Context: an optimization exercise on an open-source flow, tuned for small area, a short achievable clock period and few clock cycles per item. The choices shown serve that exercise and are no tape-out recipe. In this exercise RTL edits were held to simulation tests only and were not proved equivalent to the original. Power and IR drop assume default switching activity.

### flow/design.v
`timescale 1ns/1ps
`default_nettype none
module ldl_solve_top (
    input  logic        clk,
    input  logic        rst,
    input  logic [7:0]  paddr,
    input  logic        psel,
    input  logic        penable,
    input  logic        pwrite,
    input  logic [31:0] pwdata,
    output logic [31:0] prdata,
    output logic        pready,
    output logic        pslverr,
    output logic        done
);
    logic [15:0] lw [0:15];
    logic [15:0] dw [0:3];
    logic [15:0] ww [0:3];
    logic [4:0] word;
    logic [4:0] wword_q;
    logic       wr_q;
    assign word = paddr[6:2];
    always_ff @(posedge clk) begin
        if (rst) begin
            wr_q <= 1'b0;
        end else begin
            wr_q <= psel && !penable && pwrite && !paddr[7];
        end
        wword_q <= word;
    end
    for (genvar k = 0; k < 16; k++) begin : g_l
        always_ff @(posedge clk) begin
            if (wr_q && wword_q == 5'(k)) lw[k] <= pwdata[15:0];
        end
    end
    for (genvar k = 0; k < 4; k++) begin : g_d
        always_ff @(posedge clk) begin
            if (wr_q && wword_q == 5'(16 + k)) dw[k] <= pwdata[15:0];
        end
    end
    logic        busy;
    logic        v2;
    logic [1:0]  dst2;
    logic [15:0] result;
    logic [15:0] lo_q;
    logic [15:0] hi_q;
    logic [15:0] hi_word;
    logic        status_q;
    logic        err_q;
    logic        rd_fwd;
    assign rd_fwd = v2 && paddr[3:2] == dst2;
    always_comb begin
        hi_word = '0;
        if (!paddr[7] && paddr[6] && !paddr[5]) begin
            if (!paddr[4])    hi_word = dw[paddr[3:2]];
            else if (rd_fwd)  hi_word = result;
            else              hi_word = ww[paddr[3:2]];
        end
    end
    always_ff @(posedge clk) begin
        lo_q     <= (paddr[7] || paddr[6]) ? 16'h0 : lw[paddr[5:2]];
        hi_q     <= hi_word;
        status_q <= (paddr == 8'h84);
        err_q    <= (paddr > 8'h84);
    end
    logic [15:0] rdata;
    assign rdata = hi_q | lo_q;
    assign pready  = 1'b1;
    assign pslverr = err_q;
    assign prdata  = {16'h0, rdata[15:2],
                      status_q ? {done, busy} : rdata[1:0]};
    logic       ctrl_go;
    logic       go;
    logic       launch;
    logic       pend;
    logic       accept;
    logic       run;
    logic [3:0] step;
    logic [3:0] nxt;
    assign ctrl_go = pwrite && paddr == 8'h80 && pwdata[0] && !busy;
    assign go      = psel && ctrl_go && !run && !v2;
    assign launch  = go || pend;
    assign accept  = psel && penable && ctrl_go;
    assign nxt     = run ? step + 4'd1 : {3'b000, launch};
    always_ff @(posedge clk) begin
        if (rst) begin
            run   <= 1'b0;
            pend  <= 1'b0;
            step  <= '0;
            v2    <= 1'b0;
            busy  <= 1'b0;
            done  <= 1'b0;
        end else begin
            v2    <= launch || run;
            pend  <= accept && !launch && !run;
            step  <= nxt;
            run   <= launch || (run && step != 4'd15);
            if (accept) begin
                busy <= 1'b1;
                done <= 1'b0;
            end else if (run && step == 4'd15) begin
                busy <= 1'b0;
                done <= 1'b1;
            end
        end
    end
    logic [3:0]  nrun;
    logic [15:0] a_op;
    logic [1:0]  src;
    logic [1:0]  dst;
    logic        acc;
    assign nrun = step + 4'd1;
    always_comb begin
        a_op = lw[4];
        src  = 2'd0;
        dst  = 2'd1;
        acc  = 1'b1;
        case (nrun)
            4'd0:  begin a_op = lw[4];  src = 2'd0; dst = 2'd1; acc = 1'b1; end
            4'd1:  begin a_op = lw[8];  src = 2'd0; dst = 2'd2; acc = 1'b1; end
            4'd2:  begin a_op = lw[9];  src = 2'd1; dst = 2'd2; acc = 1'b1; end
            4'd3:  begin a_op = lw[12]; src = 2'd0; dst = 2'd3; acc = 1'b1; end
            4'd4:  begin a_op = lw[14]; src = 2'd2; dst = 2'd3; acc = 1'b1; end
            4'd5:  begin a_op = lw[13]; src = 2'd1; dst = 2'd3; acc = 1'b1; end
            4'd6:  begin a_op = dw[0];  src = 2'd0; dst = 2'd0; acc = 1'b0; end
            4'd7:  begin a_op = dw[3];  src = 2'd3; dst = 2'd3; acc = 1'b0; end
            4'd8:  begin a_op = dw[2];  src = 2'd2; dst = 2'd2; acc = 1'b0; end
            4'd9:  begin a_op = lw[14]; src = 2'd3; dst = 2'd2; acc = 1'b1; end
            4'd10: begin a_op = dw[1];  src = 2'd1; dst = 2'd1; acc = 1'b0; end
            4'd11: begin a_op = lw[13]; src = 2'd3; dst = 2'd1; acc = 1'b1; end
            4'd12: begin a_op = lw[12]; src = 2'd3; dst = 2'd0; acc = 1'b1; end
            4'd13: begin a_op = lw[9];  src = 2'd2; dst = 2'd1; acc = 1'b1; end
            4'd14: begin a_op = lw[8];  src = 2'd2; dst = 2'd0; acc = 1'b1; end
            4'd15: begin a_op = lw[4];  src = 2'd1; dst = 2'd0; acc = 1'b1; end
            default: ;
        endcase
    end
    logic [15:0] a_idle;
    logic [23:0] bd_run;
    logic [23:0] bd_idle;
    logic [23:0] bd_op1;
    assign a_idle = (wr_q && wword_q == 5'd4) ? pwdata[15:0] : lw[4];
    booth_enc enc_run  (.a(a_op),   .sub(acc),  .d(bd_run));
    booth_enc enc_idle (.a(a_idle), .sub(1'b1), .d(bd_idle));
    booth_enc enc_op1  (.a(lw[8]),  .sub(1'b1), .d(bd_op1));
    logic [15:0] b_in;
    logic [1:0]  src_n;
    assign src_n = run ? src : 2'd0;
    always_comb begin
        b_in = ww[src_n];
        if (!run && wr_q && wword_q == 5'd20) b_in = pwdata[15:0];
        if (v2 && dst2 == src_n) b_in = result;
    end
    logic [7:0]  bneg_q;
    logic [7:0]  bone_q;
    logic [7:0]  btwo_q;
    logic [15:0] b_q;
    logic [1:0]  dst_q;
    logic        acc_q;
    always_ff @(posedge clk) begin
        {bneg_q, bone_q, btwo_q} <= run ? bd_run : launch ? bd_op1 : bd_idle;
        b_q   <= b_in;
        dst_q <= run ? dst : launch ? 2'd2 : 2'd1;
        acc_q <= run ? acc : 1'b1;
    end
    logic [15:0] pp [0:8];
    logic [15:0] sum_q;
    logic [15:0] cry_q;
    logic [15:0] sum_d;
    logic [15:0] cry_d;
    logic        x15_d;
    logic        x15_q;
    for (genvar k = 0; k < 8; k++) begin : g_pp
        logic [15:0] b1;
        logic [15:0] b2;
        logic [15:0] m;
        assign b1 = b_q << (2 * k);
        assign b2 = b_q << (2 * k + 1);
        assign m  = ({16{bone_q[k]}} & b1) | ({16{btwo_q[k]}} & b2);
        assign pp[k] = (m ^ {16{bneg_q[k]}}) & (16'hffff << (2 * k));
    end
    assign pp[8] = {1'b0, bneg_q[7], 1'b0, bneg_q[6], 1'b0, bneg_q[5], 1'b0, bneg_q[4],
                    1'b0, bneg_q[3], 1'b0, bneg_q[2], 1'b0, bneg_q[1], 1'b0, bneg_q[0]};
    csa_tree9 tree_i (
        .pp0 (pp[0]), .pp1 (pp[1]), .pp2 (pp[2]), .pp3 (pp[3]),
        .pp4 (pp[4]), .pp5 (pp[5]), .pp6 (pp[6]), .pp7 (pp[7]),
        .pp8 (pp[8]),
        .s   (sum_d),
        .c   (cry_d),
        .x15 (x15_d)
    );
    logic [15:0] base_q;
    logic [15:0] base_d;
    always_comb begin
        base_d = ww[dst_q];
        if (v2 && dst2 == dst_q) base_d = result;
        if (!acc_q) base_d = '0;
    end
    always_ff @(posedge clk) begin
        sum_q  <= sum_d;
        cry_q  <= cry_d;
        x15_q  <= x15_d;
        base_q <= base_d;
        dst2   <= dst_q;
    end
    logic [15:0] t_s;
    logic [15:0] t_c;
    assign t_s  = base_q ^ sum_q ^ cry_q ^ {x15_q, 15'h0};
    assign t_c  = {(base_q[14:0] & sum_q[14:0]) | (base_q[14:0] & cry_q[14:0]) |
                   (sum_q[14:0] & cry_q[14:0]), 1'b0};
    assign result = t_s + t_c;
    logic [15:0] w_wdata;
    assign w_wdata = v2 ? result : pwdata[15:0];
    for (genvar k = 0; k < 4; k++) begin : g_w
        always_ff @(posedge clk) begin
            if ((v2 && dst2 == 2'(k)) || (wr_q && wword_q == 5'(20 + k))) begin
                ww[k] <= w_wdata;
            end
        end
    end
endmodule
module booth_enc (
    input  logic [15:0] a,
    input  logic        sub,
    output logic [23:0] d
);
    logic [16:0] ax;
    logic [7:0]  dn;
    logic [7:0]  d1;
    logic [7:0]  d2;
    assign ax = {a, 1'b0};
    always_comb begin
        for (int k = 0; k < 8; k++) begin
            dn[k] = (ax[2*k+2] && !(ax[2*k+1] && ax[2*k])) ^ sub;
            d1[k] = ax[2*k+1] ^ ax[2*k];
            d2[k] = (ax[2*k+2] && !ax[2*k+1] && !ax[2*k]) ||
                    (!ax[2*k+2] && ax[2*k+1] && ax[2*k]);
        end
    end
    assign d = {dn, d1, d2};
endmodule
module csa_tree9 (
    input  logic [15:0] pp0, pp1, pp2, pp3, pp4, pp5, pp6, pp7, pp8,
    output logic [15:0] s,
    output logic [15:0] c,
    output logic        x15
);
    logic [14:0] a0s, a0c, a1s, a1c, a2s, a2c;
    logic        a0o, a1o, a2o;
    csa15 l1a (.x(pp0[14:0]), .y(pp1[14:0]), .z(pp8[14:0]), .s(a0s), .c(a0c), .co(a0o));
    csa15 l1b (.x(pp2[14:0]), .y(pp3[14:0]), .z(pp4[14:0]), .s(a1s), .c(a1c), .co(a1o));
    csa15 l1c (.x(pp5[14:0]), .y(pp6[14:0]), .z(pp7[14:0]), .s(a2s), .c(a2c), .co(a2o));
    logic [14:0] b0s, b0c, b1s, b1c;
    logic        b0o, b1o;
    csa15 l2a (.x(a0s), .y(a0c), .z(a1s), .s(b0s), .c(b0c), .co(b0o));
    csa15 l2b (.x(a1c), .y(a2s), .z(a2c), .s(b1s), .c(b1c), .co(b1o));
    logic [14:0] c0s, c0c;
    logic        c0o;
    csa15 l3a (.x(b0s), .y(b0c), .z(b1s), .s(c0s), .c(c0c), .co(c0o));
    logic [14:0] d0s, d0c;
    logic        d0o;
    csa15 l4a (.x(c0s), .y(c0c), .z(b1c), .s(d0s), .c(d0c), .co(d0o));
    logic p15;
    assign p15 = ((pp0[15] ^ pp1[15]) ^ (pp2[15] ^ pp3[15])) ^
                 ((pp4[15] ^ pp5[15]) ^ (pp6[15] ^ pp7[15])) ^ pp8[15];
    assign s   = {p15 ^ a0o ^ a1o ^ a2o, d0s};
    assign c   = {d0o, d0c};
    assign x15 = b0o ^ b1o ^ c0o;
endmodule
module csa15 (
    input  logic [14:0] x,
    input  logic [14:0] y,
    input  logic [14:0] z,
    output logic [14:0] s,
    output logic [14:0] c,
    output logic        co
);
    logic [14:0] m;
    assign s  = x ^ y ^ z;
    assign m  = (x & y) | (x & z) | (y & z);
    assign c  = {m[13:0], 1'b0};
    assign co = m[14];
endmodule
`default_nettype wire
### flow/run.sh
#!/bin/bash
# synth_recipe.tcl (not shown) runs the flow's synth.tcl, then flattens the netlist and writes it again
# the make line also repeats each setting of config.mk as NAME=value (left out here)
make -C /OpenROAD-flow-scripts/flow DESIGN_CONFIG=/design/flow/config.mk WORK_HOME=/design/flow/orfs CLKGATE_MAP_FILE= SYNTH_SCRIPT=/design/flow/synth_recipe.tcl finish
### flow/config.mk
export PLATFORM = sky130hd
export DESIGN_NAME = ldl_solve_top
export DESIGN_NICKNAME = ldl_solve_top
export VERILOG_FILES = /design/flow/design.v
export SDC_FILE = /design/flow/constraint.sdc
export NUM_CORES = 4
export LEC_CHECK = 0
export CAP_MARGIN = 20
export CORE_MARGIN = 2
export CORE_UTILIZATION = 60
export CTS_CLUSTER_DIAMETER = 80
export CTS_CLUSTER_SIZE = 30
export SETUP_SLACK_MARGIN = 4.0
export SLEW_MARGIN = 20
export TNS_END_PERCENT = 3
### flow/constraint.sdc
create_clock -name core_clock -period 7.0 [get_ports {clk}]
set_input_delay 1.4000 -clock core_clock [delete_from_list [all_inputs] [get_ports {clk}]]
set_output_delay 1.4000 -clock core_clock [all_outputs]
set_load 0.01 [all_outputs]
==> results of run 1 <==
-- cell usage after synthesis (8+ instances only) --
master     instances  area, µm²
a221oi_1          26        228
xor2_1            29        254
ha_1              72        901
or3_1             13       81.3
edfxtp_1         368      11100
a21oi_1           50        250
a21boi_0          13       97.6
buf_4             23        173
o21ai_1            8       40.0
o2bb2ai_1          9       78.8
fa_1              50       1000
o22ai_1            8       50.1
dfxtp_1          154       3080
mux2_2            29        327
a22o_1            15        131
or2_2             15       93.8
mux2i_1           40        400
a31oi_1           10       62.6
o221a_2           16        180
nor2_1            86        323
a22oi_1          195       1460
mux4_2            48       1080
nand2_1          104        390
nor3_1            21        105
xnor2_1           77        674
nand2b_1           9       56.3
nand3b_1          13       97.6
nand3_1           40        200
nand4_1           41        257
clkbuf_1          77        289
buf_1             16       60.1
a222oi_1          16        160
o211ai_1          14        105
inv_1             76        285
o21ai_0           45        225
o311ai_0          13        114
a211oi_1          18        135
buf_2             10       50.1
-- flip-flops by register name, indices dropped and copies added (netlist names), 2 cells and up --
name / count
ww: 64
base_q: 16
btwo_q: 8
dst_q: 2
dst2: 2
lw: 256
b_q: 16
lo_q: 16
hi_q: 16
dw: 64
bneg_q: 8
bone_q: 8
wword_q: 5
step: 4
cry_q: 11
sum_q: 16
-- placed cells by master (no fill, tap or decap), types with 16 or more instances in the layout --
cell,Yosys,routed
a21oi_1,50,47
a221oi_1,26,26
a222oi_1,16,16
a22oi_1,195,189
buf_4,23,101
clkbuf_16,0,29
clkdlybuf4s50_1,0,35
conb_1,2,17
dfxtp_1,154,126
dfxtp_4,0,18
edfxtp_1,368,368
fa_1,50,49
ha_1,72,64
inv_1,76,74
mux2_2,29,29
mux2i_1,40,34
mux4_2,48,48
nand2_1,104,104
nand3_1,40,40
nand4_1,41,41
nor2_1,86,75
o21ai_0,45,41
o221a_2,16,16
xnor2_1,77,71
xor2_1,29,27
-- worst max-delay path by stage --
stage,start,endpoint,slack (ns),cells past startpoint
2_1_floorplan,bneg_q[3]$_DFF_P_,sum_q[12]$_DFF_P_,3.91,8
3_3_place_gp,paddr[5],bneg_q[5]$_DFF_P_,2.70,7
3_5_place_dp,paddr[5],bneg_q[5]$_DFF_P_,2.65,7
4_1_cts,btwo_q[2]$_DFF_P_,sum_q[14]$_DFF_P_,3.82,7
5_1_grt,paddr[2],lo_q[8]$_SDFF_PP0_,3.75,9
6_report,paddr[2],lo_q[6]$_SDFF_PP0_,3.81,9
-- area by class of cell --
cell class	count	area [µm²]
tap	539	674
timing repair buffer	168	1540
clock buffer	33	729
clock inverter	19	268
fill	3052	13200
inverter	81	312
sequential	522	14200
multi-input combinational	1257	11200
-- cell families after synthesis --
family	Yosys count	synth area share
DFF	522	0.551
and+or+nand+nor	380	0.0754
other	2	0.000293
adders and majority gates	122	0.0741
buffers and inverters	213	0.0367
xor gates and xnor gates	109	0.0389
AOI/OAI and AO/OA	496	0.145
muxes	131	0.0788
-- routing by layer --
metal  GRT usage  vias up
met5           0        -
li1            -     7779
met2       0.552     1084
met3      0.0574      186
met1       0.451     8977
met4       0.122        0
-- where the power goes --
part	leakage (nW)	internal [W]	switching, W
sequential	4.60	0.00341	0.0000811
combinational	5.29	0.000881	0.00119
clock	0.480	0.000858	0.00112
total	10.4	0.00515	0.00240
-- timing repair --
action / in CTS / in global routing
endpoints found under the hold margin: 0 / 0
gates cloned: 1 / 3
endpoints found under the setup margin: 127 / 114
setup buffers: 23 / 30
pin swaps: 16 / 11
gates resized for setup: 76 / 69
-- metrics by stage --
step	instances	utilization
final	2619	0.687
after global placement	2510	0.638
after CTS	2586	0.675
after detailed placement	2510	0.638
after global routing	2619	0.687
after floorplan	1990	-
-- tightest hold or removal path: stages, from the launching register on --
cell      delay (ns)
dfxtp_1         0.33
inv_1           0.07
a221oi_1        0.07
==> run_results.csv, run 1 <==
group,metric,value,unit
run_status,outcome,"no timing/DRC/antenna violations",
clock_network,ctsRootBufferMaster,"clkbuf_16",
clock_network,cts_sinks,522,
timing,rsz0062_at_grt,"true",
floorplan,die_h,211,µm
route,wl_met1,28.7,mm
hold_path,whs_path_depth,2,
placement,io_buffers,46,
floorplan,initial_utilization,0.609,
power_and_ir_drop,power,0.00754,W
placement,dp_slack,2.65,ns
logic_synthesis,synth.distinct_cells,89,
placement,placed_cell_area,26900,µm²
route,drt_iter0_markers,2075,
floorplan,core,42100,µm²
clock_network,clock_path_buffers,3,
setup_path,worstSetupStartpointType,"input port",
logic_synthesis,synth_edf_count,368,
floorplan,fp.dieArea,44500,µm²
route,vias,18026,
hold_path,holdPathEnd,"done$_SDFFE_PP0P_",
route,drt-total-wl,75.4,mm
floorplan,die_x,211,µm
timing,worst_pin_slew,1.16,ns
hold_path,holdCritStartpoint,"done$_SDFFE_PP0P_",
timing,setup_ws,3.81,ns
logic_synthesis,synthArstFlopShare,0,
timing,fmax,0.313,GHz
setup_path,path_cells,"buf_2 -> buf_12 -> nand2b_2 -> nor3_2 -> buf_4 -> a22o_1 -> a221oi_1 -> nand3_1 -> o221a_2",
setup_path,endpoint_kind,"register",
logic_synthesis,ys_warn_count,10,
setup_path,critical_path_required,7.51,ns
setup_path,r2r_setup_slack,3.90,ns
hold_path,min_path_type,"register to register",
timing,finalCritPeriodShare,0.456,
setup_path,rr_startpoint,"base_q[7]$_SDFF_PN0_",
global_route,overflow,0,
cells_and_area,finalInstanceArea,28900,µm²
logic_synthesis,yosysSeqAreaShare,0.551,
logic_synthesis,synthCells,1975,
global_route,antenna_found_initial,0,
route,dr.pass1.iters,6,
floorplan,rows,75,
cells_and_area,diodes,0,
placement,hpwl,48.9,mm
setup_path,worst_r2r_endpoint,"hi_q[15]$_SDFF_PN0_",
route,wl_per_cell,28.8,µm
global_route,grt_max_degree,46,
setup_path,r2r_cells,11,
setup_path,critPathMaxFanout,33,
floorplan,io_pins,80,
power_and_ir_drop,p_leak,10.4,nW
power_and_ir_drop,ir_drop,0.381,mV
route,postRouteAntennaNets,0,
setup_path,crit_buf_inv,3,
cells_and_area,syn_to_final_growth,12.7,%
setup_path,max_stage_delay,0.37,ns
setup_path,critPathArrivalTime,3.70,ns
clock_network,insertion_delay,0.62,ns
logic_synthesis,ys_seq_elements,522,
route,routed_via_density,6.88,
timing,maxSlewViolCount,0,
cells_and_area,drive_gt1_frac,0.205,
global_route,grt_usage,0.335,
route,top_layer,"met4",
power_and_ir_drop,power_density,261,nW/µm²
logic_synthesis,synth_top_flop_cell,"edfxtp_1",
timing,setup-violations-final,0,
clock_network,cts_tree,"built",
route,wl_met3,7.83,mm
timing,fin_setup_tns,0,ns
timing,skew,0.0354,ns
route,drcViolationCount,0,
timing,final.min_clock_period,3.19,ns
cells_and_area,finalNetCount,2225,
placement,gp_congestion,0.882,
setup_path,cpMaxStageDelayCell,"buf_12",
logic_synthesis,syn_avg_cell_area,13.0,µm²
setup_path,worst-setup-path-type,"input port to register",
timing,hold-worst-slack,0.507,ns
clock_network,hold_buffers,0,
flow_run,maxCapViolations,0,
clock_network,numCtsBuffers,28,
setup_path,path_delay_family,"buffers and inverters",
clock_network,htree_levels,1,
timing,slew-limit-headroom,0.228,
clock_network,path_clk_slew,0.11,ns
route,wl_met2,35.8,mm
global_route,grt_pass1_vias,17596,
logic_synthesis,synth.cell_area,25700,µm²
global_route,grt_pass1_wl,110,mm
timing,hold_violations,0,
Testbench counts, summed over its fixed seeds: cycles 2,784, solves 72.
==> run 2: changes to the inputs <==
--- a/flow/config.mk
+++ b/flow/config.mk
@@ -13,3 +13,3 @@
 export SETUP_SLACK_MARGIN = 4.0
 export SLEW_MARGIN = 20
-export TNS_END_PERCENT = 3
+export TNS_END_PERCENT = 20
==> run 2 against run 1 <==
First-iteration DRC count grew 9.2%. Largest power group unchanged. Design area up 0.37%. Critical path type is now register to output pin. Power up 1.1%.
==> run_results.csv, run 2 <==
group,metric,value,unit
cells_and_area,top_register,"lw",
cells_and_area,final_common_cell,"edfxtp_1",
cells_and_area,syn_to_final_growth,13.2,%
logic_synthesis,yosysMostFrequentCell,"edfxtp_1",
placement,hpwl,49.1,mm
power_and_ir_drop,p_switching,0.00245,W
route,wl_per_cell,28.4,µm
floorplan,fp.dieArea,44500,µm²
floorplan,die_h,211,µm
global_route,grt_usage,0.331,
cells_and_area,post-route-util,0.690,
setup_path,max_stage_delay,0.49,ns
global_route,grt_pass1_vias,17646,
hold_path,min_path_type,"register to register",
timing,maxSlewViolCount,0,
logic_synthesis,synth_top_area_share,0.430,
setup_path,cpMaxStageDelayCell,"clkdlybuf4s50_1",
setup_path,crit_buf_inv,1,
timing,rsz0062_at_grt,"true",
logic_synthesis,synthCells,1975,
setup_path,critical_path_required,5.60,ns
clock_network,path_clk_slew,0.10,ns
logic_synthesis,synthAdderAreaFrac,0.0741,
cells_and_area,top_regs,"lw: 256 flops, dw: 64 flops, ww: 64 flops",
placement,io_buffers,46,
global_route,grt_max_degree,45,
clock_network,numCtsBuffers,28,
logic_synthesis,synth_top_family_by_area,"compound AO/OA/AOI/OAI gates",
logic_synthesis,synthArstFlopShare,0,
floorplan,die_x,211,µm
clock_network,cts_sinks,522,
floorplan,rows,75,
timing,skew,0.0355,ns
floorplan,io_pins,80,
logic_synthesis,ys_top_cells_by_count,"edfxtp_1, a22oi_1, dfxtp_1",
logic_synthesis,yosysSeqAreaShare,0.551,
clock_network,hold_buffers,0,
logic_synthesis,synth_area_leaders,"edfxtp_1, dfxtp_1, a22oi_1",
logic_synthesis,yosysTopAreaCell,"edfxtp_1",
setup_path,r2r_cells,9,
clock_network,ctsRootBufferMaster,"clkbuf_16",
logic_synthesis,ys_seq_elements,522,
power_and_ir_drop,power_density,262,nW/µm²
power_and_ir_drop,swShare,0.321,
power_and_ir_drop,p_leak,10.4,nW
logic_synthesis,synth_compound_area_frac,0.145,
route,routed_via_density,6.83,
timing,setup-violations-final,0,
run_status,outcome,"no timing/DRC/antenna violations",
setup_path,path_delay_family,"buffers and inverters",
global_route,grt_pass1_wl,109,mm
floorplan,core,42100,µm²
power_and_ir_drop,p_int,0.00517,W
timing,fmax,0.313,GHz
setup_path,worstSetupPathDepth,2,
cells_and_area,mostFrequentLayoutCells,"edfxtp_1, a22oi_1, dfxtp_1, nand2_1, buf_4",
hold_path,whs_path_depth,2,
setup_path,worstSetupStartpointType,"register",
setup_path,endpoint_kind,"output pin",
setup_path,critPathArrivalTime,1.79,ns
power_and_ir_drop,ir_drop,0.383,mV
route,drcViolationCount,0,
clock_network,insertion_delay,0.64,ns
floorplan,initial_utilization,0.609,
route,drt_iter0_markers,2265,
route,vias,17907,
setup_path,worst-setup-path-type,"register to output pin",
power_and_ir_drop,power,0.00763,W
placement,gp_congestion,0.893,
logic_synthesis,syn_avg_cell_area,13.0,µm²
setup_path,path_cells,"or2_2 -> clkdlybuf4s50_1",
power_and_ir_drop,p_clk_frac,0.253,
global_route,overflow,0,
clock_network,cts_tree,"built",
logic_synthesis,synth_edf_count,368,
power_and_ir_drop,seq_power_share,0.458,
logic_synthesis,synth.distinct_cells,89,
setup_path,critPathMaxFanout,1,
timing,worst_pin_slew,1.09,ns
power_and_ir_drop,power_frac_comb,0.289,
clock_network,clock_path_buffers,3,
logic_synthesis,synthXorXnorAreaFrac,0.0389,
route,drt-total-wl,74.5,mm
timing,hold_violations,0,
logic_synthesis,synth_top_flop_cell,"edfxtp_1",
logic_synthesis,synth_mux_area_frac,0.0788,
flow_run,maxCapViolations,0,
timing,finalCritPeriodShare,0.456,
cells_and_area,drive_gt1_frac,0.218,
logic_synthesis,ys_warn_count,10,
route,postRouteAntennaNets,0,
cells_and_area,largest_reg_flops,256,
timing,fin_setup_tns,0,ns
logic_synthesis,synth.cell_area,25700,µm²
timing,slew-limit-headroom,0.272,
timing,final.min_clock_period,3.19,ns
route,dr.pass1.iters,6,
logic_synthesis,synthSimpleGateAreaFrac,0.0754,
global_route,antenna_found_initial,1,
clock_network,htree_levels,1,
cells_and_area,finalNetCount,2227,
-- run 2: cells by family (layout without fill, tap and decap cells) --
group / count (synthesis) / after routing
other: 2 / 18
adders and majority gates: 122 / 122
buffers and inverters: 213 / 301
xor gates and xnor gates: 109 / 110
and+or+nand+nor: 380 / 380
DFF: 522 / 522
AOI/OAI and AO/OA: 496 / 498
muxes: 131 / 131
-- run 2: what timing repair did --
action | in CTS | in global routing
pin swaps | 22 | 42
endpoints found under the hold margin | 0 | 0
setup endpoints to repair | 125 | 116
cloned | 2 | 2
buffers inserted | 32 | 23
resized for setup | 79 | 105
-- run 2: metrics by stage --
stage	cell area, µm²	hold slack, ns	setup slack, ns	cells
2_1_floorplan	25800	0.329	3.92	1990
3_3_place_gp	26800	0.474	2.63	2510
3_5_place_dp	26800	0.484	2.61	2510
4_1_cts	28400	0.505	3.79	2595
5_1_grt	29000	0.540	3.80	2620
6_report	29100	0.502	3.81	2621
-- run 2: final timing paths --
| kind | startpoint | to | slack, ns |
|---|---|---|---|
| setup / recovery | lo_q[5]$_SDFF_PP0_ | prdata[5] | 3.81 |
| hold reg to reg | busy$_SDFFE_PP0P_ | busy$_SDFFE_PP0P_ | 0.50 |
| setup reg to reg | sum_q[6]$_DFF_P_ | hi_q[11]$_SDFF_PN0_ | 3.91 |
| hold / removal | busy$_SDFFE_PP0P_ | busy$_SDFFE_PP0P_ | 0.50 |
-- run 2: layout make-up --
class / count / area, µm²
Tap cell: 539 / 674
Sequential cell: 522 / 14200
Multi-Input combinational cell: 1258 / 11300
Inverter: 81 / 305
Fill cell: 2989 / 13100
Clock inverter: 17 / 238
Antenna cell: 1 / 2.50
Clock buffer: 34 / 733
Timing Repair Buffer: 169 / 1530
-- run 2: per-layer routing --
| metal | global-route usage | part of all wire | routed length [µm] | vias up |
|---|---|---|---|---|
| met2 | 0.553 | 0.48 | 35800 | 1038 |
| met1 | 0.444 | 0.38 | 28200 | 8886 |
| met5 | 0 | 0 | 0 | - |
| met4 | 0.119 | 0.045 | 3340 | 0 |
| met3 | 0.0513 | 0.096 | 7190 | 192 |
| li1 | - | - | - | 7791 |
-- run 2: worst reg2reg max path, stage by stage, from the launching register on --
cell	delay, ns
dfxtp_1	0.33
fa_1	0.47
ha_1	0.39
nand3_1	0.11
o211ai_1	0.30
o21ba_4	0.21
nor2_1	0.06
xnor2_1	0.39
mux2i_1	0.27
a211oi_2	0.45
-- run 2: power by group through the flow --
stage	Clock [W]	Sequential (W)	Combinational (W)
floorplan	0	0.00352	0.00127
global placement	0	0.00356	0.00176
detailed placement	0	0.00356	0.00181
CTS	0.00195	0.00349	0.00205
global route	0.00205	0.00350	0.00243
finish	0.00193	0.00349	0.00221
==> run 3: changes to the inputs <==
--- a/flow/config.mk
+++ b/flow/config.mk
@@ -13,3 +13,2 @@
 export SETUP_SLACK_MARGIN = 4.0
 export SLEW_MARGIN = 20
-export TNS_END_PERCENT = 20
==> run 3 against run 2 <==
Cell count rose by 1.1%. Power barely moved. Combinational power rose by 2%. Routed wire length rose by 2.1%. Largest cell class unchanged. Count of clock-buffer cells in the layout fell by 1. Maximum frequency rose by 2.4%. Non-clock buffer count rose by 33. Die area did not move. Setup slack improved by 0.074 ns.
==> run_results.csv, run 3 <==
group,metric,value,unit
clock_network,numCtsBuffers,27,
cells_and_area,finalNetCount,2257,
setup_path,worstSetupStartpointType,"register",
hold_path,whs_path_depth,2,
power_and_ir_drop,ir_drop,0.438,mV
floorplan,die_x,211,µm
timing,rsz0062_at_grt,"true",
timing,setup_ws,3.88,ns
logic_synthesis,synth.cell_area,25700,µm²
floorplan,die_h,211,µm
timing,worst_pin_slew,1.05,ns
route,vias,18195,
power_and_ir_drop,swShare,0.325,
timing,final.min_clock_period,3.12,ns
cells_and_area,mostFrequentLayoutCells,"edfxtp_1, a22oi_1, dfxtp_1, buf_4, nand2_1",
placement,dp_slack,2.74,ns
power_and_ir_drop,p_clk_frac,0.248,
floorplan,initial_utilization,0.609,
cells_and_area,post-route-util,0.697,
logic_synthesis,synth.distinct_cells,89,
timing,slew-limit-headroom,0.300,
clock_network,htree_levels,1,
placement,gp_congestion,0.907,
floorplan,rows,75,
floorplan,io_pins,80,
clock_network,cts_tree,"built",
power_and_ir_drop,p_int,0.00515,W
setup_path,r2r_cells,11,
setup_path,critPathMaxFanout,4,
logic_synthesis,ys_warn_count,10,
clock_network,ctsRootBufferMaster,"clkbuf_16",
route,drcViolationCount,0,
timing,fin_setup_tns,0,ns
logic_synthesis,synth_top_flop_cell,"edfxtp_1",
clock_network,path_clk_slew,0.10,ns
placement,io_buffers,46,
logic_synthesis,synth_edf_count,368,
logic_synthesis,synth_area_leaders,"edfxtp_1, dfxtp_1, a22oi_1",
logic_synthesis,synthCells,1975,
flow_run,maxCapViolations,0,
cells_and_area,syn_to_final_growth,14.4,%
setup_path,endpoint_kind,"register",
global_route,grt_pass1_vias,17774,
setup_path,r2r_setup_slack,3.88,ns
logic_synthesis,synth_top_area_share,0.430,
power_and_ir_drop,seq_power_share,0.457,
global_route,grt_pass1_wl,111,mm
global_route,grt_max_degree,46,
cells_and_area,top_register,"lw",
timing,fmax,0.321,GHz
floorplan,fp.dieArea,44500,µm²
floorplan,core,42100,µm²
power_and_ir_drop,p_switching,0.00248,W
run_status,outcome,"no timing/DRC/antenna violations",
timing,setup-violations-final,0,
power_and_ir_drop,power_density,260,nW/µm²
setup_path,critical_path_required,7.53,ns
cells_and_area,drive_gt1_frac,0.233,
timing,maxSlewViolCount,0,
cells_and_area,final_common_cell,"edfxtp_1",
power_and_ir_drop,power_frac_comb,0.295,
route,drt-total-wl,76.1,mm
setup_path,critPathArrivalTime,3.65,ns
power_and_ir_drop,power,0.00763,W
route,dr.pass1.iters,7,
clock_network,insertion_delay,0.61,ns
power_and_ir_drop,p_leak,10.5,nW
clock_network,cts_sinks,522,
timing,hold_violations,0,
logic_synthesis,yosysTopAreaCell,"edfxtp_1",
route,wl_per_cell,28.7,µm
timing,skew,0.0201,ns
global_route,antenna_found_initial,1,
route,postRouteAntennaNets,0,
logic_synthesis,ys_top_cells_by_count,"edfxtp_1, a22oi_1, dfxtp_1",
logic_synthesis,yosysMostFrequentCell,"edfxtp_1",
logic_synthesis,ys_seq_elements,522,
route,routed_via_density,6.87,
global_route,overflow,0,
logic_synthesis,yosysSeqAreaShare,0.551,
clock_network,clock_path_buffers,3,
logic_synthesis,synthArstFlopShare,0,
global_route,grt_usage,0.337,
cells_and_area,top_regs,"lw: 256 flops, dw: 64 flops, ww: 64 flops",
setup_path,worst-setup-path-type,"register to register",
hold_path,min_path_type,"register to register",
route,drt_iter0_markers,2359,
logic_synthesis,syn_avg_cell_area,13.0,µm²
timing,finalCritPeriodShare,0.445,
cells_and_area,largest_reg_flops,256,
placement,hpwl,48.9,mm
-- run 3: cell counts after synthesis --
No cell type changed its count.
-- run 3: final timing paths --
check,start,endpoint
setup / recovery,base_q[7]$_SDFF_PN0_,hi_q[15]$_SDFF_PN0_
hold / removal,busy$_SDFFE_PP0P_,busy$_SDFFE_PP0P_
setup reg to reg,base_q[7]$_SDFF_PN0_,hi_q[15]$_SDFF_PN0_
hold reg to reg,busy$_SDFFE_PP0P_,busy$_SDFFE_PP0P_
-- run 3: timing repair --
action,in CTS,in global routing
setup buffers,29,58
endpoints found under the setup margin,122,85
resized for setup,131,91
pin swaps,27,49
hold buffers,0,0
hold endpoints to repair,0,0
gates cloned,1,2
-- run 3: per-layer routing --
metal / share of wire / vias up / track usage
li1: - / 7839 / -
met1: 0.38 / 9091 / 0.455
met2: 0.48 / 1071 / 0.556
met3: 0.098 / 194 / 0.0511
met4: 0.040 / 0 / 0.130
met5: 0 / - / 0
-- run 3: worst max-delay path, stage by stage (launching register included) --
cell,delay [ns]
dfxtp_2,0.33
fa_1,0.52
ha_4,0.18
or4_1,0.51
o211ai_1,0.12
o21ba_4,0.20
o41ai_4,0.26
mux2i_1,0.26
nand4_1,0.14
buf_6,0.17
o211a_1,0.24
nor3_2,0.11
-- run 3: stage by stage --
step                cells  cell area [µm²]  hold WS (ns)
global placement     2510            26900         0.477
floorplan            1990            25800         0.329
global route         2649            29400         0.539
CTS                  2589            28500         0.500
detailed placement   2510            26900         0.481
finish               2650            29400         0.503
-- run 3: power groups by stage --
stage	clock network, W	logic (W)	registers, W
2_1_floorplan	0	0.00129	0.00352
3_3_place_gp	0	0.00178	0.00356
3_5_place_dp	0	0.00181	0.00356
4_1_cts	0.00191	0.00207	0.00349
5_1_grt	0.00201	0.00247	0.00350
6_report	0.00189	0.00225	0.00349
-- run 3: final cells by class --
class                           count  area (µm²)
Inverter                           81         305
Clock buffer                       33         698
Timing Repair Buffer              202        1810
Tap cell                          539         674
Antenna cell                        1        2.50
Multi-Input combinational cell   1256       11400
Clock inverter                     16         219
Fill cell                        2963       12800
Sequential cell                   522       14200
-- run 3: kinds of logic after synthesis --
group | after synthesis | synth area share
XOR/XNOR | 109 | 0.0389
adder cells (fa/ha/maj) | 122 | 0.0741
buffers and inverters | 213 | 0.0367
flip-flops | 522 | 0.551
AO/OA/AOI/OAI | 496 | 0.145
multiplexers | 131 | 0.0788
other | 2 | 0.000293
AND/OR/NAND/NOR | 380 | 0.0754
==> run 4: changes to the inputs <==
--- a/flow/config.mk
+++ b/flow/config.mk
@@ -11,4 +11,5 @@
 export CTS_CLUSTER_DIAMETER = 80
 export CTS_CLUSTER_SIZE = 30
-export SETUP_SLACK_MARGIN = 4.0
+export SETUP_SLACK_MARGIN = 4.3
 export SLEW_MARGIN = 20
+export TNS_END_PERCENT = 10
==> run 4 against run 3 <==
Maximum frequency grew 1.9%. Power down 0.97%. Worst hold slack worse by 0.013 ns. Global-route usage is 0.69 points higher. Clock skew up 0.0043 ns. Non-clock buffer count fell by 10. Flip-flop and latch count stayed put. Register-to-register slack better by 0.06 ns. Synthesized area stayed put. Critical endpoint is now bneg_q[1]$_DFF_P_. Largest cell class unchanged. Largest power group unchanged.
==> run_results.csv, run 4 <==
group,metric,value,unit
run_status,outcome,"no timing/DRC/antenna violations",
cells_and_area,largest_reg_flops,256,
timing,fin_setup_tns,0,ns
setup_path,critPathMaxFanout,16,
global_route,grt_busiest_layer,"met2",
floorplan,die_h,211,µm
clock_network,htree_levels,1,
cells_and_area,mostFrequentLayoutCells,"edfxtp_1, a22oi_1, dfxtp_1, buf_4, nand2_1",
floorplan,die_x,211,µm
setup_path,worst-setup-path-type,"register to register",
setup_path,r2r_cells,11,
logic_synthesis,yosysSeqAreaShare,0.551,
route,drcViolationCount,0,
logic_synthesis,synth_top_flop_cell,"edfxtp_1",
placement,gp_congestion,0.904,
timing,worst_pin_slew,0.993,ns
hold_path,min_path_type,"register to register",
placement,dp_slack,2.83,ns
cells_and_area,post-route-util,0.696,
cells_and_area,top_regs,"lw: 256 flops, dw: 64 flops, ww: 64 flops",
logic_synthesis,ys_seq_elements,522,
timing,skew,0.0244,ns
clock_network,insertion_delay,0.61,ns
cells_and_area,finalInstanceArea,29300,µm²
logic_synthesis,synthXorXnorAreaFrac,0.0389,
route,wl_per_cell,29.1,µm
clock_network,path_clk_slew,0.10,ns
cells_and_area,drive_gt1_frac,0.225,
cells_and_area,fillers,2946,
route,postRouteAntennaNets,0,
clock_network,clock_path_buffers,3,
placement,placed_cell_area,27000,µm²
cells_and_area,syn_to_final_growth,14.3,%
logic_synthesis,syn_avg_cell_area,13.0,µm²
timing,finalCritPeriodShare,0.437,
global_route,grt_pass1_wl,113,mm
floorplan,rows,75,
timing,final.min_clock_period,3.06,ns
clock_network,ctsRootBufferMaster,"clkbuf_16",
global_route,met1_usage,0.454,
logic_synthesis,ys_top_cells_by_count,"edfxtp_1, a22oi_1, dfxtp_1",
logic_synthesis,ys_warn_count,10,
logic_synthesis,synth_mux_area_frac,0.0788,
logic_synthesis,yosysMostFrequentCell,"edfxtp_1",
cells_and_area,top_register,"lw",
floorplan,core,42100,µm²
route,vias,18358,
cells_and_area,finalNetCount,2247,
global_route,grt_max_degree,42,
cells_and_area,final_common_cell,"edfxtp_1",
floorplan,io_pins,80,
global_route,antenna_found_initial,0,
power_and_ir_drop,power_density,258,nW/µm²
placement,hpwl,49.7,mm
clock_network,cts_tree,"built",
timing,rsz0062_at_grt,"true",
timing,fmax,0.327,GHz
timing,maxSlewViolCount,0,
logic_synthesis,synthArstFlopShare,0,
setup_path,crit_start,"step[0]$_SDFF_PP0_",
global_route,grt_usage,0.344,
cells_and_area,diodes,0,
flow_run,maxCapViolations,0,
floorplan,fp.dieArea,44500,µm²
route,routed_via_density,6.96,
route,dr.pass1.iters,7,
logic_synthesis,synth.cell_area,25700,µm²
placement,io_buffers,46,
timing,slew-limit-headroom,0.335,
setup_path,rr_startpoint,"step[0]$_SDFF_PP0_",
setup_path,endpoint_kind,"register",
logic_synthesis,synthSimpleGateAreaFrac,0.0754,
logic_synthesis,synthAdderAreaFrac,0.0741,
timing,hold-worst-slack,0.490,ns
setup_path,worstSetupStartpointType,"register",
setup_path,crit_end,"bneg_q[1]$_DFF_P_",
global_route,met3_usage,0.0553,
logic_synthesis,synth_top_family_by_area,"compound AO/OA/AOI/OAI gates",
global_route,grt_pass1_vias,18083,
global_route,use_met2,0.571,
setup_path,worst_r2r_endpoint,"bneg_q[1]$_DFF_P_",
setup_path,critPathArrivalTime,3.51,ns
timing,setup_ws,3.94,ns
floorplan,initial_utilization,0.609,
global_route,overflow,0,
power_and_ir_drop,ir_drop,0.321,mV
logic_synthesis,synthCells,1975,
clock_network,cts_sinks,522,
setup_path,r2r_setup_slack,3.94,ns
logic_synthesis,synth_compound_area_frac,0.145,
cells_and_area,regArea,14200,µm²
route,drt-total-wl,76.8,mm
logic_synthesis,synth_top_area_share,0.430,
logic_synthesis,yosysTopAreaCell,"edfxtp_1",
power_and_ir_drop,p_leak,10.5,nW
logic_synthesis,synth_edf_count,368,
clock_network,numCtsBuffers,26,
timing,setup-violations-final,0,
setup_path,critical_path_required,7.45,ns
timing,hold_violations,0,
clock_network,hold_buffers,0,
route,drt_iter0_markers,2302,
logic_synthesis,synth_area_leaders,"edfxtp_1, dfxtp_1, a22oi_1",
logic_synthesis,synth.distinct_cells,89,
cells_and_area,multi_input_area,11400,µm²
-- run 4: cell counts after synthesis --
Identical to the previous run, type by type.
-- run 4: stage by stage --
step | total power, W | std cells
2_1_floorplan | 0.00485 | 1990
4_1_cts | 0.00745 | 2629
6_report | 0.00756 | 2639
3_3_place_gp | 0.00538 | 2514
5_1_grt | 0.00791 | 2639
3_5_place_dp | 0.00542 | 2514
-- run 4: final cells by class --
class / instances / area share
Tap cell: 539 / 0.0230
Sequential cell: 522 / 0.485
Multi-Input combinational cell: 1257 / 0.390
Inverter: 81 / 0.0105
Timing Repair Buffer: 192 / 0.0614
Clock inverter: 16 / 0.00721
Clock buffer: 32 / 0.0229
-- run 4: per-layer routing --
metal / part of all wire / wire [µm]
met4: 0.049 / 3740
met1: 0.37 / 28300
met3: 0.10 / 8000
met2: 0.48 / 36700
met5: 0 / 0
-- run 4: what timing repair did --
action | CTS | global route
pin swaps | 54 | 17
gates resized for setup | 192 | 28
endpoints found under the setup margin | 155 | 141
cloned | 5 | 0
buffers inserted | 62 | 10
endpoints found under the hold margin | 0 | 0
-- run 4: cells by family (layout without fill, tap and decap cells) --
family / after synthesis / count (layout)
flops: 522 / 522
compound gates: 496 / 498
simple gates: 380 / 380
buf+inv: 213 / 321
mux: 131 / 131
fa+ha+maj: 122 / 122
xor+xnor: 109 / 109
other cells: 2 / 17
-- run 4: report_power, final --
| part | internal (W) | total (W) | switching (W) |
|---|---|---|---|
| clock network | 0.000756 | 0.00184 | 0.00109 |
| logic | 0.000959 | 0.00222 | 0.00126 |
| registers | 0.00341 | 0.00349 | 0.0000855 |
-- run 4: critical path, cell delays in order (launching register included) --
cell      delay, ns
dfxtp_4        0.39
buf_4          0.13
nand4_1        0.30
nand4_1        0.31
o31ai_2        0.12
buf_6          0.20
a22oi_1        0.39
nand4_1        0.14
mux2_2         0.36
ha_1           0.23
o21ai_0        0.16
o311ai_0       0.16
-- run 4: how the worst min path moves through the flow --
stage,from,endpoint,slack [ns],cells past startpoint
after floorplan,dst_q[0]$_DFF_P_,dst2[0]$_DFF_P_,0.33,0
after global placement,busy$_SDFFE_PP0P_,busy$_SDFFE_PP0P_,0.47,2
after detailed placement,busy$_SDFFE_PP0P_,busy$_SDFFE_PP0P_,0.48,2
after CTS,busy$_SDFFE_PP0P_,busy$_SDFFE_PP0P_,0.50,2
after global routing,busy$_SDFFE_PP0P_,busy$_SDFFE_PP0P_,0.52,2
final,busy$_SDFFE_PP0P_,busy$_SDFFE_PP0P_,0.49,2
==> run 5: changes to the inputs <==
--- a/flow/config.mk
+++ b/flow/config.mk
@@ -11,5 +11,5 @@
 export CTS_CLUSTER_DIAMETER = 80
 export CTS_CLUSTER_SIZE = 30
-export SETUP_SLACK_MARGIN = 4.3
+export SETUP_SLACK_MARGIN = 3.8
 export SLEW_MARGIN = 20
 export TNS_END_PERCENT = 10
==> run 5 against run 4 <==
Still clean. Via count fell by 3.4%. Clock power rose by 11%. Critical path depth fell by 9. Global-route usage fell by 1.6 points. Sequential share of layout area rose by 1.3 points. Non-clock buffer count fell by 57. Combinational power fell by 9.0%. Cell count fell by 1.9%. Utilization fell by 2.0 points. Largest cell class unchanged. Largest power group unchanged.
==> run_results.csv, run 5 <==
group,metric,value,unit
run_status,outcome,"no timing/DRC/antenna violations",
cells_and_area,final_common_cell,"edfxtp_1",
logic_synthesis,yosysSeqAreaShare,0.551,
setup_path,endpoint_kind,"output pin",
placement,gp_congestion,0.913,
route,wl_per_cell,27.9,µm
logic_synthesis,synth_top_family_by_area,"compound AO/OA/AOI/OAI gates",
placement,io_buffers,46,
floorplan,core,42100,µm²
power_and_ir_drop,p_leak,10.1,nW
cells_and_area,drive_gt1_frac,0.184,
timing,slew-limit-headroom,0.211,
logic_synthesis,synth.distinct_cells,89,
setup_path,worst-setup-path-type,"register to output pin",
clock_network,cts_sinks,522,
floorplan,initial_utilization,0.609,
logic_synthesis,yosysMostFrequentCell,"edfxtp_1",
setup_path,cpMaxStageDelayCell,"clkdlybuf4s50_1",
logic_synthesis,synth_edf_count,368,
timing,setup-violations-final,0,
power_and_ir_drop,power_density,265,nW/µm²
cells_and_area,post-route-util,0.676,
hold_path,min_path_type,"register to register",
global_route,grt_max_degree,45,
cells_and_area,fin_cells,2588,
placement,placed_cell_area,26900,µm²
timing,maxSlewViolCount,0,
global_route,grt_pass1_wl,108,mm
floorplan,io_pins,80,
cells_and_area,regArea,14200,µm²
cells_and_area,mostFrequentLayoutCells,"edfxtp_1, a22oi_1, dfxtp_1, nand2_1, buf_4",
setup_path,critical_path_required,5.60,ns
timing,fmax,0.311,GHz
cells_and_area,fillers,3061,
clock_network,cts_tree,"built",
setup_path,crit_end,"prdata[15]",
logic_synthesis,ys_top_cells_by_count,"edfxtp_1, a22oi_1, dfxtp_1",
clock_network,numCtsBuffers,30,
setup_path,worst_r2r_endpoint,"hi_q[15]$_SDFF_PN0_",
clock_network,insertion_delay,0.64,ns
setup_path,worstSetupStartpointType,"register",
logic_synthesis,synthAdderAreaFrac,0.0741,
route,dr.pass1.iters,7,
cells_and_area,top_register,"lw",
logic_synthesis,ys_warn_count,10,
placement,dp.cells,2513,
route,drt_iter0_markers,2407,
timing,final.min_clock_period,3.22,ns
setup_path,crit_start,"lo_q[15]$_SDFF_PP0_",
logic_synthesis,synth_top_flop_cell,"edfxtp_1",
clock_network,htree_levels,1,
logic_synthesis,synthCells,1975,
timing,fin_setup_tns,0,ns
setup_path,rr_startpoint,"sum_q[9]$_DFF_P_",
setup_path,r2r_cells,11,
route,routed_via_density,6.85,
cells_and_area,largest_reg_flops,256,
floorplan,die_h,211,µm
global_route,overflow,0,
route,vias,17728,
logic_synthesis,synth_compound_area_frac,0.145,
floorplan,rows,75,
timing,rsz0062_at_grt,"true",
cells_and_area,syn_to_final_growth,11.0,%
floorplan,die_x,211,µm
cells_and_area,diodes,0,
timing,worst_pin_slew,1.18,ns
cells_and_area,finalNetCount,2192,
global_route,antenna_found_initial,1,
floorplan,fp.dieArea,44500,µm²
placement,hpwl,48.9,mm
logic_synthesis,synth.cell_area,25700,µm²
logic_synthesis,synth_top_area_share,0.430,
global_route,grt_pass1_vias,17432,
setup_path,r2r_setup_slack,3.84,ns
cells_and_area,top_regs,"lw: 256 flops, dw: 64 flops, ww: 64 flops",
logic_synthesis,yosysTopAreaCell,"edfxtp_1",
setup_path,critPathArrivalTime,1.82,ns
global_route,grt_usage,0.328,
logic_synthesis,synth_area_leaders,"edfxtp_1, dfxtp_1, a22oi_1",
logic_synthesis,synthXorXnorAreaFrac,0.0389,
timing,finalCritPeriodShare,0.460,
route,drcViolationCount,0,
route,postRouteAntennaNets,0,
clock_network,clock_path_buffers,3,
logic_synthesis,synthArstFlopShare,0,
flow_run,maxCapViolations,0,
route,drt-total-wl,72.3,mm
cells_and_area,multi_input_area,11100,µm²
logic_synthesis,synth_mux_area_frac,0.0788,
setup_path,max_stage_delay,0.49,ns
setup_path,path_cells,"or2_2 -> clkdlybuf4s50_1",
setup_path,critPathMaxFanout,1,
clock_network,path_clk_slew,0.11,ns
logic_synthesis,syn_avg_cell_area,13.0,µm²
logic_synthesis,synthSimpleGateAreaFrac,0.0754,
cells_and_area,finalInstanceArea,28500,µm²
timing,hold_violations,0,
clock_network,ctsRootBufferMaster,"clkbuf_16",
logic_synthesis,ys_seq_elements,522,
timing,skew,0.0379,ns
power_and_ir_drop,ir_drop,0.323,mV
-- run 5: cell counts after synthesis --
Identical to the previous run, type by type.
-- run 5: per-stage QoR --
| step | setup WS, ns | hold WS (ns) | total power [W] |
|---|---|---|---|
| CTS | 3.61 | 0.506 | 0.00753 |
| global route | 3.71 | 0.540 | 0.00792 |
| floorplan | 3.80 | 0.329 | 0.00479 |
| detailed placement | 2.57 | 0.491 | 0.00536 |
| finish | 3.78 | 0.505 | 0.00756 |
| global placement | 2.68 | 0.473 | 0.00532 |
-- run 5: layout make-up --
type | count | share of cell area
clock buffer | 36 | 0.0286
timing repair buffer | 135 | 0.0418
tap | 539 | 0.0237
multi-input combinational | 1255 | 0.389
sequential | 522 | 0.497
inverter | 81 | 0.0108
clock inverter | 20 | 0.00922
-- run 5: worst max-delay path, delay by kind of cell, from the launching register on --
kind | cells | cell delay [ns]
buf+inv | 1 | 0.49
flops | 1 | 0.34
simple gates | 1 | 0.35
-- run 5: layer usage --
layer,up-vias,global-route usage,routed length [µm]
met1,8851,0.449,28500
met3,158,0.0489,6770
li1,7720,-,-
met2,999,0.538,34500
met4,0,0.120,2440
met5,-,0,0
-- run 5: cell families (layout without fill, tap and decap cells) --
logic type / count (synthesis) / after routing
AND/OR/NAND/NOR: 380 / 380
other: 2 / 17
AO/OA/AOI/OAI: 496 / 496
XOR/XNOR: 109 / 109
flip-flops: 522 / 522
buffers and inverters: 213 / 272
adder cells (fa/ha/maj): 122 / 122
multiplexers: 131 / 131
-- run 5: how the worst min path moves through the flow --
stage	startpoint	to	cells past startpoint
3_5_place_dp	busy$_SDFFE_PP0P_	busy$_SDFFE_PP0P_	2
4_1_cts	busy$_SDFFE_PP0P_	busy$_SDFFE_PP0P_	2
3_3_place_gp	busy$_SDFFE_PP0P_	busy$_SDFFE_PP0P_	2
6_report	busy$_SDFFE_PP0P_	busy$_SDFFE_PP0P_	2
2_1_floorplan	dst_q[0]$_DFF_P_	dst2[0]$_DFF_P_	0
5_1_grt	busy$_SDFFE_PP0P_	busy$_SDFFE_PP0P_	2
-- run 5: power by group --
| group | internal (W) | total, W | switching (W) |
|---|---|---|---|
| Combinational | 0.000845 | 0.00202 | 0.00118 |
| Sequential | 0.00341 | 0.00349 | 0.0000817 |
| Clock | 0.000907 | 0.00205 | 0.00114 |
-- run 5: repair_timing --
action	CTS	global route
gates cloned	0	0
hold buffers	0	0
pin swaps	13	5
buffers inserted	14	5
endpoints found under the setup margin	83	98
endpoints found under the hold margin	0	0
resized for setup	39	46
==> run 6: changes to the inputs <==
--- a/flow/config.mk
+++ b/flow/config.mk
@@ -8,8 +8,8 @@
 export CAP_MARGIN = 20
 export CORE_MARGIN = 2
-export CORE_UTILIZATION = 60
+export CORE_UTILIZATION = 66
 export CTS_CLUSTER_DIAMETER = 80
 export CTS_CLUSTER_SIZE = 30
-export SETUP_SLACK_MARGIN = 3.8
+export SETUP_SLACK_MARGIN = 4.0
 export SLEW_MARGIN = 20
 export TNS_END_PERCENT = 10
==> run 6 against run 5 <==
Still clean. Cell count grew 0.19%. Critical path depth increased by 5. Power decreased by 0.51%. Synthesized area unchanged. Critical endpoint is now hi_q[11]$_SDFF_PN0_. Largest power group unchanged.
==> run_results.csv, run 6 <==
group,metric,value,unit
global_route,grt_max_degree,55,
cells_and_area,final_common_cell,"edfxtp_1",
cells_and_area,largest_reg_flops,256,
timing,rsz0062_at_grt,"true",
power_and_ir_drop,p_switching,0.00239,W
cells_and_area,finalNetCount,2222,
logic_synthesis,synthCells,1975,
power_and_ir_drop,ir_drop,0.237,mV
logic_synthesis,yosysMostFrequentCell,"edfxtp_1",
logic_synthesis,synth_mux_area_frac,0.0788,
setup_path,worst-setup-path-type,"input port to register",
placement,hpwl,48.4,mm
global_route,overflow,0,
hold_path,min_path_type,"register to register",
logic_synthesis,synthArstFlopShare,0,
global_route,grt_usage,0.357,
timing,slew-limit-headroom,0.234,
setup_path,critPathMaxFanout,23,
logic_synthesis,synth_top_flop_cell,"edfxtp_1",
setup_path,max_stage_delay,0.56,ns
timing,worst_pin_slew,1.14,ns
route,postRouteAntennaNets,0,
cells_and_area,diodes,0,
logic_synthesis,ys_warn_count,10,
logic_synthesis,yosysSeqAreaShare,0.551,
flow_run,maxCapViolations,0,
logic_synthesis,synth_compound_area_frac,0.145,
timing,final.min_clock_period,3.19,ns
clock_network,numCtsBuffers,26,
cells_and_area,mostFrequentLayoutCells,"edfxtp_1, a22oi_1, dfxtp_1, nand2_1, buf_4",
clock_network,cts_tree,"built",
power_and_ir_drop,p_leak,10.2,nW
power_and_ir_drop,power_density,261,nW/µm²
cells_and_area,fillers,2560,
power_and_ir_drop,power,0.00752,W
logic_synthesis,synthAdderAreaFrac,0.0741,
timing,fin_setup_tns,0,ns
clock_network,path_clk_slew,0.11,ns
setup_path,path_cells,"buf_4 -> buf_6 -> xnor2_1 -> nand3_1 -> buf_4 -> mux2i_1 -> a211oi_1",
global_route,antenna_found_initial,1,
timing,setup-violations-final,0,
floorplan,die_h,201,µm
power_and_ir_drop,p_int,0.00513,W
logic_synthesis,synth.cell_area,25700,µm²
floorplan,core,38600,µm²
timing,maxSlewViolCount,0,
power_and_ir_drop,power_frac_comb,0.285,
logic_synthesis,ys_seq_elements,522,
timing,skew,0.0262,ns
route,dr.pass1.iters,6,
logic_synthesis,synth_top_family_by_area,"compound AO/OA/AOI/OAI gates",
setup_path,cpMostUsedCell,"buf_4",
run_status,outcome,"no timing/DRC/antenna violations",
clock_network,ctsRootBufferMaster,"clkbuf_16",
setup_path,endpoint_kind,"register",
logic_synthesis,synth.distinct_cells,89,
logic_synthesis,synth_top_area_share,0.430,
logic_synthesis,synthXorXnorAreaFrac,0.0389,
global_route,grt_pass1_vias,17808,
timing,finalCritPeriodShare,0.455,
floorplan,io_pins,80,
placement,io_buffers,46,
floorplan,fp.dieArea,40500,µm²
setup_path,critical_path_required,7.45,ns
timing,hold-worst-slack,0.490,ns
route,drt_iter0_markers,2680,
logic_synthesis,syn_avg_cell_area,13.0,µm²
clock_network,hold_buffers,0,
cells_and_area,top_register,"lw",
route,wl_per_cell,28.6,µm
logic_synthesis,ys_top_cells_by_count,"edfxtp_1, a22oi_1, dfxtp_1",
global_route,grt_pass1_wl,109,mm
timing,fmax,0.314,GHz
power_and_ir_drop,swShare,0.318,
floorplan,die_x,201,µm
clock_network,clock_path_buffers,3,
floorplan,initial_utilization,0.666,
setup_path,worstSetupStartpointType,"input port",
logic_synthesis,yosysTopAreaCell,"edfxtp_1",
logic_synthesis,synthSimpleGateAreaFrac,0.0754,
clock_network,cts_sinks,522,
route,drcViolationCount,0,
setup_path,critPathArrivalTime,3.64,ns
route,routed_via_density,7.00,
power_and_ir_drop,seq_power_share,0.464,
clock_network,insertion_delay,0.61,ns
setup_path,path_delay_family,"buffers and inverters",
cells_and_area,top_regs,"lw: 256 flops, dw: 64 flops, ww: 64 flops",
clock_network,htree_levels,1,
cells_and_area,post-route-util,0.747,
route,vias,18151,
floorplan,rows,72,
power_and_ir_drop,p_clk_frac,0.251,
route,drt-total-wl,74.1,mm
timing,hold_violations,0,
setup_path,cpMaxStageDelayCell,"mux2i_1",
logic_synthesis,synth_edf_count,368,
logic_synthesis,synth_area_leaders,"edfxtp_1, dfxtp_1, a22oi_1",
cells_and_area,drive_gt1_frac,0.208,
placement,gp_congestion,0.907,
cells_and_area,syn_to_final_growth,12.1,%
setup_path,crit_buf_inv,3,
-- run 6: changes by cell type in the layout (fill, tap and decap cells not counted), sizes merged, moves of 2 or more --
| cell | previous run | this run |
|---|---|---|
| buf | 92 | 119 |
| clkbuf | 36 | 41 |
| clkinv | 6 | 4 |
| dlygate4sd2 | 0 | 4 |
| dlymetal6s2s | 3 | 0 |
| inv | 94 | 87 |
-- run 6: final timing paths --
kind / from / to / slack, ns / cells past startpoint
setup / recovery: paddr[3] / hi_q[11]$_SDFF_PN0_ / 3.81 / 7
hold / removal: run$_SDFF_PP0_ / step[0]$_SDFF_PP0_ / 0.49 / 1
setup reg to reg: sum_q[7]$_DFF_P_ / hi_q[13]$_SDFF_PN0_ / 3.83 / 9
hold reg to reg: run$_SDFF_PP0_ / step[0]$_SDFF_PP0_ / 0.49 / 1
-- run 6: logic make-up (layout without fill, tap and decap cells) --
kind of cell               Yosys count  in the layout
adders and majority gates          122            122
and+or+nand+nor                    380            380
xor gates and xnor gates           109            110
DFF                                522            522
other                                2             17
AOI/OAI and AO/OA                  496            496
buffers and inverters              213            297
muxes                              131            131
-- run 6: metrics by stage --
stage | setup slack [ns] | std cells | cell area [µm²]
CTS | 3.81 | 2564 | 28300
floorplan | 3.92 | 1990 | 25800
detailed placement | 2.59 | 2491 | 26800
global placement | 2.64 | 2489 | 26800
global route | 3.74 | 2593 | 28800
finish | 3.81 | 2593 | 28800
-- run 6: cell type report --
class	count	area (µm²)	area share
timing repair buffer	168	1460	0.0508
clock inverter	13	224	0.00778
sequential	522	14200	0.494
tap	518	648	0.0225
multi-input combinational	1256	11200	0.390
inverter	81	308	0.0107
clock buffer	35	706	0.0245
-- run 6: repair_timing --
item / in CTS / in global routing
gates resized for setup: 68 / 76
pin swaps: 17 / 29
endpoints found under the setup margin: 126 / 130
gates cloned: 1 / 0
setup buffers: 24 / 29
-- run 6: worst reg2reg max path, stage by stage, from the launching register on --
cell and delay (ns):
dfxtp_2 0.33, fa_1 0.53, ha_4 0.20, or4_4 0.52, o211ai_1 0.11, o21ba_4 0.20
o41ai_4 0.32, xnor2_2 0.23, mux2i_1 0.24, a211oi_2 0.38
-- run 6: per-layer routing --
layer  GRT usage  wire (µm)  up-vias
met5           0         55        -
met3      0.0586       7770      234
met2       0.598      35600     1169
met4       0.125       3530        2
met1       0.479      27100     8974
li1            -          -     7772
-- run 6: power by group through the flow --
stage               Sequential (W)  Combinational, W  Clock [W]
floorplan                  0.00352           0.00127          0
global placement           0.00356           0.00174          0
detailed placement         0.00356           0.00180          0
CTS                        0.00349           0.00197    0.00190
global route               0.00350           0.00236    0.00200
finish                     0.00349           0.00214    0.00189
==> run 7: changes to the inputs <==
--- a/flow/config.mk
+++ b/flow/config.mk
@@ -8,5 +8,5 @@
 export CAP_MARGIN = 20
 export CORE_MARGIN = 2
-export CORE_UTILIZATION = 66
+export CORE_UTILIZATION = 50
 export CTS_CLUSTER_DIAMETER = 80
 export CTS_CLUSTER_SIZE = 30
==> run 7 against run 6 <==
Cell count up 7.3%. Synthesized area unchanged. Global-route usage down 6.9 points. Die area up 31%. Critical endpoint is now lo_q[11]$_SDFF_PP0_. Design area up 2.3%. Utilization down 17 points. Still clean on timing, DRC and antenna. Critical path type unchanged. Combinational power up 3%. Count of clock-buffer cells in the layout unchanged. Register-to-register slack about the same.
==> run_results.csv, run 7 <==
group,metric,value,unit
setup_path,crit_buf_inv,3,
logic_synthesis,syn_avg_cell_area,13.0,µm²
power_and_ir_drop,swShare,0.321,
floorplan,die_h,231,µm
cells_and_area,top_regs,"lw: 256 flops, dw: 64 flops, ww: 64 flops",
timing,fin_setup_tns,0,ns
logic_synthesis,synth_area_leaders,"edfxtp_1, dfxtp_1, a22oi_1",
logic_synthesis,synth_top_area_share,0.430,
logic_synthesis,synth_compound_area_frac,0.145,
cells_and_area,drive_gt1_frac,0.218,
floorplan,rows,83,
clock_network,cts_sinks,522,
floorplan,initial_utilization,0.503,
cells_and_area,largest_reg_flops,256,
setup_path,critPathArrivalTime,3.77,ns
placement,io_buffers,46,
setup_path,path_delay_family,"buffers and inverters",
power_and_ir_drop,p_int,0.00527,W
global_route,grt_pass1_wl,114,mm
logic_synthesis,yosysMostFrequentCell,"edfxtp_1",
logic_synthesis,synth.cell_area,25700,µm²
logic_synthesis,synthAdderAreaFrac,0.0741,
setup_path,r2r_setup_slack,3.83,ns
timing,skew,0.0509,ns
clock_network,htree_levels,1,
timing,final.min_clock_period,3.18,ns
floorplan,fp.dieArea,53200,µm²
logic_synthesis,synth.distinct_cells,89,
cells_and_area,fillers,4091,
setup_path,worstSetupStartpointType,"input port",
cells_and_area,mostFrequentLayoutCells,"edfxtp_1, a22oi_1, dfxtp_1, buf_4, nand2_1",
logic_synthesis,ys_top_cells_by_count,"edfxtp_1, a22oi_1, dfxtp_1",
timing,worst_pin_slew,1.12,ns
power_and_ir_drop,p_leak,10.5,nW
logic_synthesis,yosysSeqAreaShare,0.551,
floorplan,die_x,231,µm
setup_path,endpoint_kind,"register",
timing,slew-limit-headroom,0.257,
cells_and_area,final_common_cell,"edfxtp_1",
power_and_ir_drop,p_switching,0.00249,W
route,postRouteAntennaNets,0,
route,drcViolationCount,0,
global_route,grt_pass1_vias,17640,
placement,hpwl,50.8,mm
power_and_ir_drop,seq_power_share,0.449,
clock_network,path_clk_slew,0.11,ns
logic_synthesis,ys_seq_elements,522,
timing,fmax,0.314,GHz
logic_synthesis,synthArstFlopShare,0,
global_route,antenna_found_initial,0,
cells_and_area,finalNetCount,2246,
cells_and_area,fin_cells,2783,
logic_synthesis,ys_warn_count,10,
route,wl_per_cell,28.3,µm
logic_synthesis,synthSimpleGateAreaFrac,0.0754,
logic_synthesis,synthXorXnorAreaFrac,0.0389,
global_route,overflow,0,
timing,finalCritPeriodShare,0.455,
logic_synthesis,synth_edf_count,368,
cells_and_area,regArea,14200,µm²
run_status,outcome,"no timing/DRC/antenna violations",
logic_synthesis,synthCells,1975,
route,drt-total-wl,78.8,mm
clock_network,clock_path_buffers,3,
logic_synthesis,synth_top_flop_cell,"edfxtp_1",
route,dr.pass1.iters,8,
setup_path,critPathMaxFanout,30,
cells_and_area,top_register,"lw",
power_and_ir_drop,power,0.00776,W
logic_synthesis,synth_top_family_by_area,"compound AO/OA/AOI/OAI gates",
timing,maxSlewViolCount,0,
route,drt_iter0_markers,2151,
clock_network,ctsRootBufferMaster,"clkbuf_16",
hold_path,min_path_type,"register to register",
global_route,grt_max_degree,45,
clock_network,cts_tree,"built",
timing,setup-violations-final,0,
power_and_ir_drop,p_clk_frac,0.267,
placement,dp.cells,2652,
setup_path,path_cells,"buf_2 -> buf_8 -> nand2_1 -> nor2_4 -> buf_4 -> a22o_1 -> a221oi_1 -> nand3_1 -> o221a_2",
placement,gp_congestion,0.893,
power_and_ir_drop,power_density,264,nW/µm²
logic_synthesis,yosysTopAreaCell,"edfxtp_1",
floorplan,core,51000,µm²
flow_run,maxCapViolations,0,
route,routed_via_density,6.44,
timing,hold_violations,0,
power_and_ir_drop,ir_drop,0.307,mV
timing,rsz0062_at_grt,"true",
clock_network,numCtsBuffers,30,
clock_network,insertion_delay,0.65,ns
cells_and_area,post-route-util,0.577,
setup_path,cpMaxStageDelayCell,"buf_2",
cells_and_area,multi_input_area,11300,µm²
global_route,grt_usage,0.288,
power_and_ir_drop,power_frac_comb,0.284,
placement,dp_slack,2.58,ns
floorplan,io_pins,80,
cells_and_area,syn_to_final_growth,14.7,%
setup_path,critical_path_required,7.58,ns
cells_and_area,diodes,0,
timing,setup_ws,3.82,ns
route,vias,17915,
setup_path,max_stage_delay,0.41,ns
logic_synthesis,synth_mux_area_frac,0.0788,
setup_path,worst-setup-path-type,"input port to register",
[run 7: power groups by stage]
stage               Clock, W  Combinational [W]  Sequential, W
floorplan                  0            0.00127        0.00352
global placement           0            0.00179        0.00356
detailed placement         0            0.00183        0.00356
CTS                  0.00209            0.00206        0.00349
global route         0.00220            0.00243        0.00350
finish               0.00207            0.00221        0.00349
[run 7: metrics by stage]
stage | hold slack [ns] | instance area (µm²)
finish | 0.500 | 29400
global placement | 0.470 | 27100
detailed placement | 0.482 | 27100
global route | 0.533 | 29400
CTS | 0.495 | 28800
floorplan | 0.329 | 25800
[run 7: cell type report]
type / count / share of cell area
tap: 680 / 0.0289
clock buffer: 35 / 0.0265
timing repair buffer: 186 / 0.0571
multi-input combinational: 1258 / 0.384
inverter: 81 / 0.0104
clock inverter: 21 / 0.00965
sequential: 522 / 0.483
[run 7: path summary, 6_finish.rpt]
path / to / cells after the start / start
worst max-delay path: lo_q[11]$_SDFF_PP0_ / 9 / paddr[3]
worst max register to register: ww[1][15]$_DFFE_PP_ / 11 / base_q[7]$_SDFF_PN0_
worst min-delay path: done$_SDFFE_PP0P_ / 2 / done$_SDFFE_PP0P_
worst min register to register: done$_SDFFE_PP0P_ / 2 / done$_SDFFE_PP0P_
[run 7: cell families (layout without fill, tap and decap cells)]
logic type	after synthesis	count (layout)
adders and majority gates	122	122
xor gates and xnor gates	109	109
and+or+nand+nor	380	380
buffers and inverters	213	323
muxes	131	131
other	2	17
AOI/OAI and AO/OA	496	499
DFF	522	522
[run 7: repair_timing]
action,CTS,global route
endpoints found under the setup margin,125,123
cloned,1,2
hold buffers,0,0
gates resized for setup,71,89
pin swaps,23,26
buffers inserted,40,32
[run 7: per-layer routing]
metal / up-vias / routed length [µm] / part of all wire / GRT usage
met2: 905 / 37700 / 0.48 / 0.483
met5: - / 0 / 0 / 0
met3: 170 / 6510 / 0.083 / 0.0469
li1: 7843 / - / - / -
met1: 8997 / 31600 / 0.40 / 0.387
met4: 0 / 3000 / 0.038 / 0.0855
[run 7: worst min-delay path: stages (launching register included)]
cell	delay, ns
dfxtp_1	0.32
inv_1	0.06
a221oi_1	0.07

port drivers added, routing unchanged:
Ports are ideal in the flow. The routed layouts listed here were re-timed in OpenROAD.
Step 1: set_driving_cell puts a clkbuf_16 on clk and a buf_2 on each other input, an assumption about the parent block.
Step 2 also shifts input and output timing later by t, the mid clock arrival at the registers, as if the neighbouring blocks saw the same clock.
a / b / c = no drivers / after step 1 / after step 2; a / b = the first two.
run	shift t [ns]	setup slack, ns
run 1	0.667	3.805 / 3.773 / 3.177
run 2	0.680	3.809 / 3.751 / 3.238
run 3	0.661	3.883 / 3.883 / 3.353
run 4	0.661	3.942 / 3.942 / 3.443
run 5	0.675	3.782 / 3.726 / 3.225
run 6	0.661	3.813 / 3.761 / 3.181
run 7	0.685	3.816 / 3.776 / 3.170
After both steps every run listed still meets setup and hold.
